Context: an optimization exercise on an open-source flow, tuned for small area and a short achievable clock period. The choices shown serve that exercise and are no tape-out recipe.
Function was checked by simulation only, so behaviour that the tests miss may differ from the original.
The clock port is modelled as an ideal driver; clocking choices that lean on that would not hold on a real chip.
Power and IR drop assume default switching activity.

Design spi_acl_responder, start of the top module:
module spi_acl_responder #(
  parameter int          ADDR_W  = 6,
  parameter logic [7:0]  DEVID   = 8'hAD,
  parameter int          SYNC_FF = 2
) (
  input  logic              CLK,
  input  logic              RST,
  input  logic              SCLK,
  input  logic              SS,
  input  logic              SDI,
  output logic              SDO,
  input  logic              smp_valid,
  input  logic [7:0]        smp_x,
  input  logic [7:0]        smp_y,
  input  logic [7:0]        smp_z,
  output logic [7:0]        pwr_ctl,
  output logic              wr_stb,
  output logic [ADDR_W-1:0] wr_addr,
  output logic [7:0]        wr_data,
  output logic              frame_done,
  output logic              cmd_err
);
For scale: about 1,300 cells after synthesis, about 56 I/O pins, roughly 16,000 µm² of cells after synthesis.
export LEC_CHECK = 0
export ABC_AREA = 1
export ABC_CLOCK_PERIOD_IN_PS = 2200
export CAP_MARGIN = 20
export CORE_MARGIN = 2
export CORE_UTILIZATION = 65
export CTS_BUF_LIST = sky130_fd_sc_hd__clkbuf_16
export CTS_CLUSTER_DIAMETER = 60
export CTS_CLUSTER_SIZE = 30
export PLACE_DENSITY = 0.75
export SETUP_SLACK_MARGIN = 3.9
export SLEW_MARGIN = 20
create_clock -name core_clock -period 6.0 [get_ports {CLK}]
standard.sh (not shown) runs the stock make flow with config.mk's settings and CLKGATE_MAP_FILE= SYNTH_SCRIPT=/design/flow/synth_recipe.tcl, a recipe that flattens the netlist after the stock synthesis.
==> flow/flow/run.sh <==
#!/bin/bash
set -euo pipefail
export BUFFER_PORTS_ARGS="-buffer_cell sky130_fd_sc_hd__buf_2"
export CTS_ARGS="-sink_clustering_enable -repair_clock_nets -sink_clustering_size 30 -sink_clustering_max_diameter 60 -buf_list sky130_fd_sc_hd__clkbuf_16 -dont_use_dummy_load"
export POST_CTS_TCL="$PWD/flow/quad_clk.tcl"
bash standard.sh > standard.log 2>&1
Other scripts of this flow, unchanged in this note and not shown: flow/flow/quad_clk.tcl
==> next run, changes <==
--- a/flow/design.v
+++ b/flow/design.v
@@ -31,19 +31,19 @@
   typedef enum logic [2:0] {
     S_IDLE, S_CMD, S_ADDR, S_WDATA, S_RDATA, S_IGNORE
   } state_t;
   state_t state, state_next;
   logic [1:0] sclk_sync, ss_sync, sdi_sync;
   logic sclk_s, ss_s, sdi_s, sclk_d, ss_d;
-  logic rise, fall, ss_rise, ss_fall, active;
+  logic rise, fall, rise_nx, ss_rise, ss_fall, active;
   logic [2:0] bit_cnt;
   logic [7:0] sr, rx_next, rx_pre, tx_next;
   logic [5:0] addr, addr_inc;
   logic       addr_bad, is_rd, got_byte, read_only;
-  logic       byte_done, c_wr, c_rd, wr_ok_q, wr_en, tx_load, tx_shift, rx_shift, to_rdata;
-  logic       sdo_n, ss_o;
+  logic       bd_pre, byte_done, c_wr, c_rd, wr_en, tx_load, tx_shift, rx_shift, to_rdata;
+  logic       sdo_q;
   logic [7:0] pwr_q, smp_xq, smp_yq, smp_zq;
   logic       smp_ok;
   logic [5:0] pre_addr;
   logic       pre_bad, f_dev, f_smp, f_y, f_z, f_c0, f_c1;
   logic [7:0] ld_val, smp_sel;
   logic [3:0] rot;
@@ -61,43 +61,41 @@
   logic [7:0] cand0, cand1;
   assign sclk_s  = sclk_sync[1];
   assign ss_s    = ss_sync[1];
   assign sdi_s   = sdi_sync[1];
   assign rise    = sclk_s & ~sclk_d;
   assign fall    = ~sclk_s & sclk_d;
+  assign rise_nx = sclk_sync[0] & ~sclk_s;
   assign ss_rise = ss_s & ~ss_d;
   assign ss_fall = ~ss_s & ss_d;
   assign active    = (state != S_IDLE) && !ss_s;
   assign rx_next   = {sr[6:0], sdi_s};
   assign rx_pre    = {sr[6:0], sdi_s};
   assign read_only = (addr == A_DEV) || (addr == A_X) || (addr == A_Y) || (addr == A_Z);
   assign addr_inc  = addr + 6'd1;
-  assign byte_done = active && rise && (bit_cnt == 3'd7);
+  assign bd_pre    = !RST && rise_nx && active && (bit_cnt == 3'd7);
   assign pwr_ctl = pwr_q;
-  assign SDO     = !(sdo_n || ss_o);
-  always_ff @(posedge CLK) begin
+  assign SDO     = sdo_q;
+  always_ff @(posedge CLK) begin
+    sclk_sync <= {sclk_sync[0], SCLK};
+    sdi_sync  <= {sdi_sync[0], SDI};
+    sclk_d    <= sclk_s;
     if (RST) begin
-      sclk_sync <= '0;
-      ss_sync   <= '0;
-      sdi_sync  <= '0;
-      sclk_d    <= 1'b0;
-      ss_d      <= 1'b0;
-    end else begin
-      sclk_sync <= {sclk_sync[0], SCLK};
-      ss_sync   <= {ss_sync[0], SS};
-      sdi_sync  <= {sdi_sync[0], SDI};
-      sclk_d    <= sclk_s;
-      ss_d      <= ss_s;
-    end
-  end
-  always_ff @(posedge CLK) begin
-    c_wr    <= rx_pre == CMD_WR;
-    c_rd    <= rx_pre == CMD_RD;
-    wr_ok_q <= state == S_WDATA && !addr_bad && !read_only;
-  end
-  assign wr_en = byte_done && wr_ok_q;
+      ss_sync <= '0;
+      ss_d    <= 1'b0;
+    end else begin
+      ss_sync <= {ss_sync[0], SS};
+      ss_d    <= ss_s;
+    end
+  end
+  always_ff @(posedge CLK) begin
+    byte_done <= bd_pre;
+    c_wr      <= rx_pre == CMD_WR;
+    c_rd      <= rx_pre == CMD_RD;
+    wr_en     <= bd_pre && state == S_WDATA && !addr_bad && !read_only;
+  end
   always_ff @(posedge CLK) begin
     if (RST) state <= S_IDLE;
     else     state <= state_next;
   end
   always_comb begin
     state_next = state;
@@ -152,15 +150,14 @@
       end else if (byte_done && (state == S_WDATA || state == S_RDATA)) begin
         addr     <= addr_inc;
       end
     end
   end
   always_ff @(posedge CLK) begin
-    ss_o <= ss_sync[0];
-    if (RST) sdo_n <= 1'b1;
-    else     sdo_n <= !(to_rdata && !ss_s && (state == S_RDATA || byte_done) && tx_next[7]);
+    if (RST) sdo_q <= 1'b0;
+    else     sdo_q <= to_rdata && !ss_s && !ss_sync[0] && (state == S_RDATA || byte_done) && tx_next[7];
   end
   always_ff @(posedge CLK) begin
     if (RST) pwr_q <= 8'h00;
     else if (wr_en && addr == A_PWR) pwr_q <= rx_next;
     if (smp_valid) begin
       smp_xq <= smp_x;
After rerunning: The new run finished clean. Clock power fell by about 2%. Die area decreases by 0.89%. Fmax goes up by 2.7%. Via count drops by 1.9%. Setup slack improves by 0.055 ns.

==> static timing again, ports no longer ideal <==
The flow's constraints put no driver on any port. The routed layouts listed below were extracted and timed again, unchanged, in two steps.
Step 1: set_driving_cell puts a clkbuf_16 on CLK and a buf_2 on each other input, an assumption about the parent block.
Step 2 moves the port delays by t, midway between the first and last clock arrival at a register: inputs arrive t later, outputs are due t later. That takes back most of the time a late clock gives input paths.
Slacks: ideal / step 1 / step 2; pairs: ideal / step 1.
run	t, ns	setup WS [ns]	worst setup path at the end	worst register clock-pin slew, ns	worst data-port slew with drivers (ns)
the first run	0.431	3.917 / 3.815 / 3.829	input to register	0.10 / 0.10	0.04
the second run	0.436	3.972 / 3.872 / 3.636	input to register	0.10 / 0.10	0.03
After both steps every run listed still meets setup and hold. For the second run, which loses most, drivers alone change the setup slack by -0.100 ns; drivers and shift together by -0.336 ns.
